Source: an optimization exercise on an open RTL-to-GDS flow (aim: small area, a short achievable clock period and few clock cycles per item). Production flows keep margins and buffers that such runs may drop. Function was checked by simulation only, so behaviour that the tests miss may differ from the original. Power is estimated from default activity; no workload was simulated.

===== flow/config.mk =====
export PLATFORM = sky130hd
export DESIGN_NAME = timing_wheel_scheduler
export DESIGN_NICKNAME = timing_wheel_scheduler
export VERILOG_FILES = /design/flow/design.v
export SDC_FILE = /design/flow/constraint.sdc
export NUM_CORES = 4
export LEC_CHECK = 0
export CAP_MARGIN = 20
export CORE_MARGIN = 2
export CORE_UTILIZATION = 40
export SLEW_MARGIN = 20

===== flow/constraint.sdc =====
create_clock -name core_clock -period 8.0 [get_ports {clk_i}]
set_input_delay 1.6000 -clock core_clock [delete_from_list [all_inputs] [get_ports {clk_i}]]
set_output_delay 1.6000 -clock core_clock [all_outputs]
set_load 0.01 [all_outputs]

===== flow/design.v =====
`timescale 1ns / 1ps
`default_nettype none
package tws_pkg;
  typedef enum logic [1:0] {
    KIND_ADD    = 2'd0,
    KIND_REMOVE = 2'd1,
    KIND_TICK   = 2'd2,
    KIND_NONE   = 2'd3
  } kind_e;
  typedef enum logic [2:0] {
    ST_ADDED    = 3'd0,
    ST_REJECTED = 3'd1,
    ST_REMOVED  = 3'd2,
    ST_EXPIRED  = 3'd3,
    ST_DONE     = 3'd4
  } status_e;
  localparam int unsigned DelayW  = 24;
  localparam int unsigned PeriodW = 16;
  localparam int unsigned IdW     = 5;
  localparam int unsigned TickW   = 32;
  localparam logic [PeriodW-1:0] PeriodReset = 16'd10;
  typedef struct packed {
    kind_e              kind;
    logic [IdW-1:0]     id;
    logic [DelayW-1:0]  whole;
    logic               round_up;
    logic               neg;
  } cmd_t;
endpackage
`default_nettype wire
`timescale 1ns / 1ps
`default_nettype none
module tws_front (
  input  wire logic                        clk_i,
  input  wire logic                        rst_ni,
  input  wire logic                        push,
  output logic                             full,
  input  wire logic [1:0]                  kind_i,
  input  wire logic [tws_pkg::IdW-1:0]     timer_id_i,
  input  wire logic [tws_pkg::DelayW-1:0]  delay_ms_i,
  input  wire logic [tws_pkg::PeriodW-1:0] period_i,
  output logic                             cmd_valid_o,
  input  wire logic                        cmd_ready_i,
  output tws_pkg::cmd_t                    cmd_o
);
  localparam int unsigned CntW = $clog2(tws_pkg::DelayW + 1);
  logic                        div_q, div_d;
  logic [CntW-1:0]             cnt_q;
  logic [tws_pkg::DelayW-1:0]  quo_q;
  logic [tws_pkg::PeriodW:0]   rem_q;
  logic [tws_pkg::PeriodW-1:0] div_by_q;
  logic [tws_pkg::IdW-1:0]     id_q;
  logic [tws_pkg::IdW+tws_pkg::DelayW+3:0] fifo_q [2];   
  logic          wr_q, rd_q;
  logic [1:0]    cnt_f_q;
  logic          enq;
  tws_pkg::cmd_t enq_cmd;
  logic          acc;
  logic [tws_pkg::PeriodW:0] trial;
  logic          fin;
  assign full  = div_q || (cnt_f_q == 2'd2);
  assign acc   = push && !full;
  assign trial = {rem_q[tws_pkg::PeriodW-1:0], quo_q[tws_pkg::DelayW-1]};
  assign fin   = div_q && (cnt_q == CntW'(1));
  always_comb begin
    enq = 1'b0;
    enq_cmd = '0;
    enq_cmd.kind = tws_pkg::kind_e'(kind_i);
    enq_cmd.id   = timer_id_i;
    enq_cmd.neg  = delay_ms_i[tws_pkg::DelayW-1];
    div_d = div_q;
    if (div_q) begin
      if (fin) begin
        div_d = 1'b0;
        enq = 1'b1;
        enq_cmd.kind = tws_pkg::KIND_ADD;
        enq_cmd.id = id_q;
        enq_cmd.neg = 1'b0;
        enq_cmd.whole = {quo_q[tws_pkg::DelayW-2:0], (trial >= {1'b0, div_by_q})};
        enq_cmd.round_up = ((trial >= {1'b0, div_by_q}) ? (trial - {1'b0, div_by_q})
                           : trial) != '0;
      end
    end else if (acc) begin
      if (kind_i == tws_pkg::KIND_ADD && !delay_ms_i[tws_pkg::DelayW-1]) begin
        div_d = 1'b1;
      end else if (kind_i != tws_pkg::KIND_NONE) begin
        enq = 1'b1;
      end
    end
  end
  always_ff @(posedge clk_i or negedge rst_ni) begin
    if (!rst_ni) begin
      div_q <= 1'b0;
      cnt_q <= '0;
    end else begin
      div_q <= div_d;
      if (!div_q && div_d) cnt_q <= CntW'(tws_pkg::DelayW);
      else if (div_q) cnt_q <= cnt_q - CntW'(1);
    end
  end
  always_ff @(posedge clk_i) begin
    if (!div_q && div_d) begin
      quo_q    <= delay_ms_i;
      rem_q    <= '0;
      div_by_q <= (period_i == '0) ? tws_pkg::PeriodW'(1) : period_i;
      id_q     <= timer_id_i;
    end else if (div_q) begin
      if (trial >= {1'b0, div_by_q}) begin
        rem_q <= trial - {1'b0, div_by_q};
        quo_q <= {quo_q[tws_pkg::DelayW-2:0], 1'b1};
      end else begin
        rem_q <= trial;
        quo_q <= {quo_q[tws_pkg::DelayW-2:0], 1'b0};
      end
    end
  end
  logic deq;
  assign cmd_valid_o = cnt_f_q != 2'd0;
  assign cmd_o = fifo_q[rd_q];
  assign deq = cmd_valid_o && cmd_ready_i;
  always_ff @(posedge clk_i or negedge rst_ni) begin
    if (!rst_ni) begin
      wr_q <= 1'b0;
      rd_q <= 1'b0;
      cnt_f_q <= '0;
    end else begin
      if (enq) wr_q <= ~wr_q;
      if (deq) rd_q <= ~rd_q;
      cnt_f_q <= cnt_f_q + {1'b0, enq} - {1'b0, deq};
    end
  end
  always_ff @(posedge clk_i) begin
    if (enq) fifo_q[wr_q] <= enq_cmd;
  end
endmodule
`default_nettype wire
`timescale 1ns / 1ps
`default_nettype none
module tws_back #(
  parameter int unsigned WHEEL_SLOTS = 64,
  parameter int unsigned MAX_TIMERS  = 32
) (
  input  wire logic                     clk_i,
  input  wire logic                     rst_ni,
  input  wire logic                     cmd_valid_i,
  output logic                          cmd_ready_o,
  input  wire tws_pkg::cmd_t            cmd_i,
  output logic                          res_valid_o,
  input  wire logic                     res_ready_i,
  output tws_pkg::status_e              res_status_o,
  output logic [tws_pkg::IdW-1:0]       res_id_o,
  output logic                          res_last_o
);
  localparam int unsigned SlotW = (WHEEL_SLOTS > 1) ? $clog2(WHEEL_SLOTS) : 1;
  localparam int unsigned TIdxW = (MAX_TIMERS > 1) ? $clog2(MAX_TIMERS) : 1;
  localparam int unsigned IdxW  = $clog2(MAX_TIMERS + 1);
  logic [MAX_TIMERS-1:0]    active_q;
  logic [SlotW-1:0]         slot_q [MAX_TIMERS];
  logic [tws_pkg::TickW-1:0] due_q [MAX_TIMERS];
  logic [SlotW-1:0]         ptr_q;
  logic [tws_pkg::TickW-1:0] ticks_q;
  logic                     scan_q;
  logic [IdxW-1:0]          idx_q;
  logic                     rv_q;
  tws_pkg::status_e         rs_q;
  logic [tws_pkg::IdW-1:0]  rid_q;
  logic                     rl_q;
  assign res_valid_o  = rv_q;
  assign res_status_o = rs_q;
  assign res_id_o     = rid_q;
  assign res_last_o   = rl_q;
  logic out_free;
  assign out_free    = !rv_q || res_ready_i;
  assign cmd_ready_o = !scan_q && out_free;
  logic take;
  assign take = cmd_valid_i && cmd_ready_o;
  logic            id_ok;
  logic [TIdxW-1:0] cid;
  assign id_ok = {{(32-tws_pkg::IdW){1'b0}}, cmd_i.id} < MAX_TIMERS;
  assign cid   = TIdxW'(cmd_i.id);
  logic [TIdxW-1:0] sid;
  logic             hit;
  logic [tws_pkg::TickW-1:0] diff;
  assign sid  = TIdxW'(idx_q);
  assign diff = ticks_q - due_q[sid];
  assign hit  = active_q[sid] && slot_q[sid] == ptr_q && !diff[tws_pkg::TickW-1];
  logic [SlotW-1:0] add_slot;
  logic [SlotW+tws_pkg::DelayW:0] slot_sum;
  assign slot_sum = {{(tws_pkg::DelayW+1){1'b0}}, ptr_q}
                  + {{(SlotW+1){1'b0}}, cmd_i.whole};
  assign add_slot = SlotW'(slot_sum % WHEEL_SLOTS);
  logic [SlotW-1:0] ptr_next;
  assign ptr_next = (ptr_q == SlotW'(WHEEL_SLOTS - 1)) ? '0 : ptr_q + SlotW'(1);
  always_ff @(posedge clk_i or negedge rst_ni) begin
    if (!rst_ni) begin
      active_q <= '0;
      ptr_q    <= '0;
      ticks_q  <= '0;
      scan_q   <= 1'b0;
      idx_q    <= '0;
      rv_q     <= 1'b0;
    end else begin
      if (res_ready_i) rv_q <= 1'b0;
      if (scan_q && out_free) begin
        if (idx_q == IdxW'(MAX_TIMERS)) begin
          rv_q   <= 1'b1;
          scan_q <= 1'b0;
          ptr_q  <= ptr_next;
        end else begin
          if (hit) begin
            active_q[sid] <= 1'b0;
            rv_q <= 1'b1;
          end
          idx_q <= idx_q + IdxW'(1);
        end
      end else if (take) begin
        rv_q <= 1'b1;
        unique case (cmd_i.kind)
          tws_pkg::KIND_ADD: begin
            if (!cmd_i.neg && id_ok && !active_q[cid]) active_q[cid] <= 1'b1;
          end
          tws_pkg::KIND_REMOVE: begin
            if (id_ok) active_q[cid] <= 1'b0;
          end
          tws_pkg::KIND_TICK: begin
            ticks_q <= ticks_q + 32'd1;
            scan_q  <= 1'b1;
            idx_q   <= '0;
            rv_q    <= 1'b0;
          end
          default: rv_q <= 1'b0;
        endcase
      end
    end
  end
  always_ff @(posedge clk_i) begin
    if (scan_q && out_free) begin
      if (idx_q == IdxW'(MAX_TIMERS)) begin
        rs_q <= tws_pkg::ST_DONE; rid_q <= '0; rl_q <= 1'b1;
      end else begin
        rs_q <= tws_pkg::ST_EXPIRED; rid_q <= tws_pkg::IdW'(idx_q); rl_q <= 1'b0;
      end
    end else if (take) begin
      rid_q <= '0;
      rl_q  <= 1'b1;
      if (cmd_i.kind == tws_pkg::KIND_ADD) begin
        if (cmd_i.neg || !id_ok || active_q[cid]) begin
          rs_q <= tws_pkg::ST_REJECTED;
        end else begin
          rs_q <= tws_pkg::ST_ADDED;
          slot_q[cid] <= add_slot;
          due_q[cid]  <= ticks_q + tws_pkg::TickW'(cmd_i.whole)
                       + {31'd0, cmd_i.round_up};
        end
      end else begin
        rs_q <= tws_pkg::ST_REMOVED;
      end
    end
  end
endmodule
`default_nettype wire
`timescale 1ns / 1ps
`default_nettype none
module timing_wheel_scheduler #(
  parameter int unsigned WHEEL_SLOTS = 64,
  parameter int unsigned MAX_TIMERS  = 32
) (
  input  wire logic                        clk_i,
  input  wire logic                        rst_ni,
  input  wire logic                        push,
  output logic                             full,
  input  wire logic [1:0]                  kind_i,
  input  wire logic [tws_pkg::IdW-1:0]     timer_id_i,
  input  wire logic signed [tws_pkg::DelayW-1:0] delay_ms_i,
  output logic                             empty,
  input  wire logic                        pop,
  output logic [2:0]                       status_o,
  output logic [tws_pkg::IdW-1:0]          expired_id_o,
  output logic                             last_o,
  input  wire logic                        cfg_valid_i,
  output logic                             cfg_ready_o,
  input  wire logic [tws_pkg::PeriodW-1:0] cfg_data_i
);
  logic [tws_pkg::PeriodW-1:0] period_q;
  logic                        cmd_valid, cmd_ready;
  tws_pkg::cmd_t               cmd;
  logic                        res_valid;
  tws_pkg::status_e            res_status;
  assign cfg_ready_o = 1'b1;
  always_ff @(posedge clk_i or negedge rst_ni) begin
    if (!rst_ni) period_q <= tws_pkg::PeriodReset;
    else if (cfg_valid_i && cfg_ready_o) period_q <= cfg_data_i;
  end
  tws_front u_front (
    .clk_i, .rst_ni, .push, .full, .kind_i, .timer_id_i,
    .delay_ms_i  (delay_ms_i),
    .period_i    (period_q),
    .cmd_valid_o (cmd_valid),
    .cmd_ready_i (cmd_ready),
    .cmd_o       (cmd)
  );
  tws_back #(.WHEEL_SLOTS(WHEEL_SLOTS), .MAX_TIMERS(MAX_TIMERS)) u_back (
    .clk_i, .rst_ni,
    .cmd_valid_i  (cmd_valid),
    .cmd_ready_o  (cmd_ready),
    .cmd_i        (cmd),
    .res_valid_o  (res_valid),
    .res_ready_i  (pop),
    .res_status_o (res_status),
    .res_id_o     (expired_id_o),
    .res_last_o   (last_o)
  );
  assign empty    = !res_valid;
  assign status_o = res_status;
endmodule
`default_nettype wire

===== flow/run.sh =====
#!/bin/bash
# synth_recipe.tcl (not shown) runs the flow's synth.tcl, then flattens the netlist and writes it again
# the make line also repeats each setting of config.mk as NAME=value (left out here)
make -C /OpenROAD-flow-scripts/flow DESIGN_CONFIG=/design/flow/config.mk WORK_HOME=/design/flow/orfs CLKGATE_MAP_FILE= SYNTH_SCRIPT=/design/flow/synth_recipe.tcl finish

==> flow_summary.json <==
{
  "pwr-share-seq_pct": 41.2,
  "clk_path_buf_depth": 3,
  "hold_violations": 0,
  "worst_slew_pin_slew_ns": 1.126,
  "setup_tns_ns": 0,
  "ff2ff_setup_slack_ns": 1.85,
  "design.die.area_um2": 155400,
  "initial_core_util_pct": 40.19,
  "end_kind": "flop",
  "clkSinkCount": 1456,
  "synth_ff_type": "edfxtp_1",
  "cts_tree": "built",
  "setup_viol": 0,
  "r2r-start": "u_back.idx_q[0]",
  "fillers": 12680,
  "postRouteAntennaNets": 0,
  "grt_max_degree": 114,
  "grt_pass1_vias": 31810,
  "area_delta_synth_final_pct": 14.47,
  "drt_wl_total_mm": 155.4,
  "slowest_delay_ns": 0.86,
  "core_area_um2": 151500,
  "viasPerCell": 5.748,
  "cpMaxStageDelayCell": "dfrtp_4",
  "portBuffers": 62,
  "crit_chain": "buf_4 > mux4_2 > mux4_2 > mux2i_1 > ha_1 > a21oi_1 > o221ai_1 > a221oi_1 > o211ai_1 > a211oi_1 > xnor2_1 > nor4_4 > o21a_1 > buf_4 > a22oi_1",
  "fin_crit_ns": 6.148,
  "drv_slew": 0,
  "yosys_register_bits": 1456,
  "clock_skew_ns": 0.02658,
  "crit_required_ns": 8.62,
  "chipHeight_um": 394.2,
  "avgSynthCellArea_um2": 18.50,
  "drt_drc_violations_left": 0,
  "drt_iter0_markers": 3725,
  "switching_share_pct": 31.67,
  "synth_edf_count": 1336,
  "cellLeakagePower_nw": 24.02,
  "whs_ns": 0.4761,
  "drive_gt1_share_pct": 23.84,
  "wl_per_cell_um": 27.84,
  "finalPower_mw": 25.06,
  "io_pins": 64,
  "multi_input_area_um2": 17480,
  "power.net_switching_mw": 7.934,
  "hold_class": "flop to flop",
  "outcome": "timing/DRC/antenna clean",
  "yosys_warnings": 3,
  "die_w_um": 394.2,
  "slew_headroom_pct": 24.96,
  "ys_types": 83,
  "crit_fanout": 30,
  "min_period_over_period_pct": 76.86,
  "rsz0062_at_grt": "false",
  "ys_async_sr_fraction_pct": 7.143,
  "layout.nets": 3580,
  "cts_resized": 0,
  "cap_violations": 0,
  "p_per_area_nw_per_um2": 359.4,
  "rows": 143,
  "place_hpwl_mm": 84.97,
  "p_int_mw": 17.12,
  "track_usage_pct": 19.88,
  "cts_hold_buf": 0,
  "setup.worst_path.start": "u_back.idx_q[0]",
  "timing.fmax_ghz": 0.1626,
  "globalRouteOverflowTotal": 0,
  "vias": 32090,
  "gp_congestion": 0.8421,
  "cts-root-buf": "clkbuf_16",
  "htree_levels": 4,
  "syn_inst": 3292,
  "syn_area_um2": 60910,
  "path_class": "flop to flop",
  "r2r_cells": 15,
  "regArea_um2": 43060,
  "ir_worst_vdd_mv": 0.3631,
  "grt_pass1_wl_mm": 225.1,
  "postCtsSetupRepairBufs": 0,
  "cp.arrival_ns": 6.77,
  "power.share.clock_pct": 28.0,
  "start_kind": "flop",
  "antennaDiodeCount": 0,
  "antenna_found_initial": 1,
  "syn-num-nets": 3438,
  "cts_made_buffers": 152,
  "power_frac_comb_pct": 30.8,
  "dr.pass1.iters": 5,
  "cts.reportedPaths.clkPinSlew_ns": 0.06,
  "clock_latency_ns": 0.78,
  "ys_seq_area_share_pct": 70.67
}
==> routing by layer <==
| metal | wire (µm) | up-vias | global-route usage (%) |
|---|---|---|---|
| li1 | - | 13610 | - |
| met5 | 0 | - | 0 |
| met1 | 66760 | 17130 | 28.32 |
| met2 | 75000 | 1166 | 31.84 |
| met3 | 10310 | 187 | 3.113 |
| met4 | 3345 | 0 | 5.597 |
==> Yosys cell counts (11+ instances only) <==
| master | n | area share [%] |
|---|---|---|
| ha_1 | 90 | 1.8 |
| mux2i_1 | 63 | 1.0 |
| o22ai_1 | 16 | 0.16 |
| nor4_1 | 13 | 0.13 |
| nand4_1 | 23 | 0.24 |
| nor2_1 | 96 | 0.59 |
| a211oi_1 | 11 | 0.14 |
| xor2_1 | 25 | 0.36 |
| edfxtp_1 | 1336 | 66 |
| xnor2_1 | 72 | 1.0 |
| mux2_2 | 50 | 0.92 |
| clkbuf_1 | 100 | 0.62 |
| and3_1 | 49 | 0.50 |
| dfxtp_1 | 16 | 0.53 |
| nand2b_1 | 18 | 0.18 |
| a21o_1 | 25 | 0.31 |
| nor2b_1 | 22 | 0.23 |
| mux4_2 | 379 | 14 |
| o21ai_0 | 98 | 0.81 |
| buf_1 | 43 | 0.26 |
| nand3_1 | 43 | 0.35 |
| and2_1 | 14 | 0.14 |
| inv_1 | 60 | 0.37 |
| nor3_1 | 19 | 0.16 |
| buf_2 | 25 | 0.21 |
| nand2_1 | 209 | 1.3 |
| dfrtp_1 | 102 | 4.2 |
| a22oi_1 | 24 | 0.30 |
| a21oi_1 | 80 | 0.66 |
==> cell families after synthesis <==
kind of cell / Yosys count / synth area share, %
mux: 493 / 16.00
xor+xnor: 98 / 1.432
fa+ha+maj: 94 / 1.980
buf+inv: 237 / 1.567
other cells: 1 / 0.006157
flops: 1456 / 70.67
compound gates: 358 / 3.901
simple gates: 555 / 4.445
==> critical path, delay by kind of cell (launching register included) <==
family                     cells  cell delay, ns
AOI/OAI and AO/OA              7            1.94
muxes                          3            1.24
DFF                            1            0.86
buffers and inverters          2            0.85
and+or+nand+nor                1            0.53
adders and majority gates      1            0.29
xor gates and xnor gates       1            0.23
==> how the worst min path moves through the flow <==
stage | from | endpoint | slack [ns] | depth (start not counted)
5_1_grt | period_q[14] | u_front.div_by_q[14] | 0.50 | 0
3_5_place_dp | period_q[14] | u_front.div_by_q[14] | 0.46 | 0
3_3_place_gp | period_q[14] | u_front.div_by_q[14] | 0.46 | 0
2_1_floorplan | u_front.rem_q[15] | u_front.rem_q[15] | 0.46 | 2
6_report | period_q[6] | u_front.div_by_q[6] | 0.48 | 0
4_1_cts | period_q[6] | u_front.div_by_q[6] | 0.48 | 0
==> placed cells by master, fill, tap and decap left out, types with 23 or more instances in the layout <==
cell type	count
mux2_2	50
a22oi_1	24
nand3_1	43
ha_1	90
dfrtp_1	97
clkbuf_16	158
edfxtp_1	1336
mux4_2	379
a21oi_1	79
mux2i_1	63
nand4_1	23
nand2_1	209
xnor2_1	43
buf_4	90
inv_1	60
clkbuf_1	41
and3_1	33
clkdlybuf4s50_1	61
a21o_1	25
nor2_1	80
o21ai_0	98
==> power groups by stage <==
stage / Sequential (mW) / Combinational, mW / Clock [mW]
4_1_cts: 10.3 / 7.76 / 7.13
5_1_grt: 10.4 / 8.34 / 7.43
3_3_place_gp: 10.5 / 7.60 / 0
6_report: 10.3 / 7.72 / 7.01
2_1_floorplan: 10.2 / 5.42 / 0
3_5_place_dp: 10.5 / 7.74 / 0
==> layout make-up <==
class	instances	share of cell area (%)
Sequential cell	1456	61.76
Multi-Input combinational cell	1599	25.08
Clock buffer	202	5.951
Tap cell	2030	3.643
Timing Repair Buffer	162	2.144
Clock inverter	71	1.080
Inverter	63	0.3463
==> through the flow <==
step	utilization [%]	instance area [µm²]	setup slack [ns]	instances
2_1_floorplan	-	60910	2.310	3292
3_3_place_gp	42.65	64630	1.957	5305
3_5_place_dp	42.74	64770	1.903	5310
4_1_cts	45.98	69680	1.877	5583
5_1_grt	46.01	69720	1.627	5583
6_report	46.01	69720	1.852	5583
==> flip-flops by register name (all words and copies together) (netlist names), 2 cells and up, named ones only <==
| register | count |
|---|---|
| u_back.rid_q | 5 |
| u_front.quo_q | 24 |
| u_back.due_q | 1024 |
| u_back.ticks_q | 32 |
| u_front.rem_q | 16 |
| u_front.cnt_f_q | 2 |
| u_back.rs_q | 3 |
| u_front.id_q | 5 |
| u_front.div_by_q | 16 |
| period_q | 16 |
| u_back.slot_q | 192 |
| u_front.fifo_q | 66 |
| u_front.cnt_q | 5 |
| u_back.idx_q | 6 |
| u_back.ptr_q | 6 |
Testbench counts, summed over its fixed seeds: cycles 59,379, items 3,200.

## port drivers added, routing unchanged
Ports are ideal in the flow. The routed layout listed here was re-timed in OpenROAD.
Step 1: set_driving_cell puts a clkbuf_16 on clk_i and a buf_2 on each other input, an assumption about the parent block.
Step 2 adds t to the input delays and takes it off the output delays; t is the mean of the earliest and latest rising clock arrival at the registers after step 1. Input paths then give back, and output paths get back, about the clock's delay inside the block.
a / b / c = no drivers / after step 1 / after step 2; a / b = the first two.
t, ns: 0.843
slack for setup (ns): 1.852 / 1.852 / 1.852
worst setup path at the end: register to register
After both steps this run still meets setup and hold. The setup slack of this run moves by 0.000 ns with the drivers and by 0.000 ns with both steps.
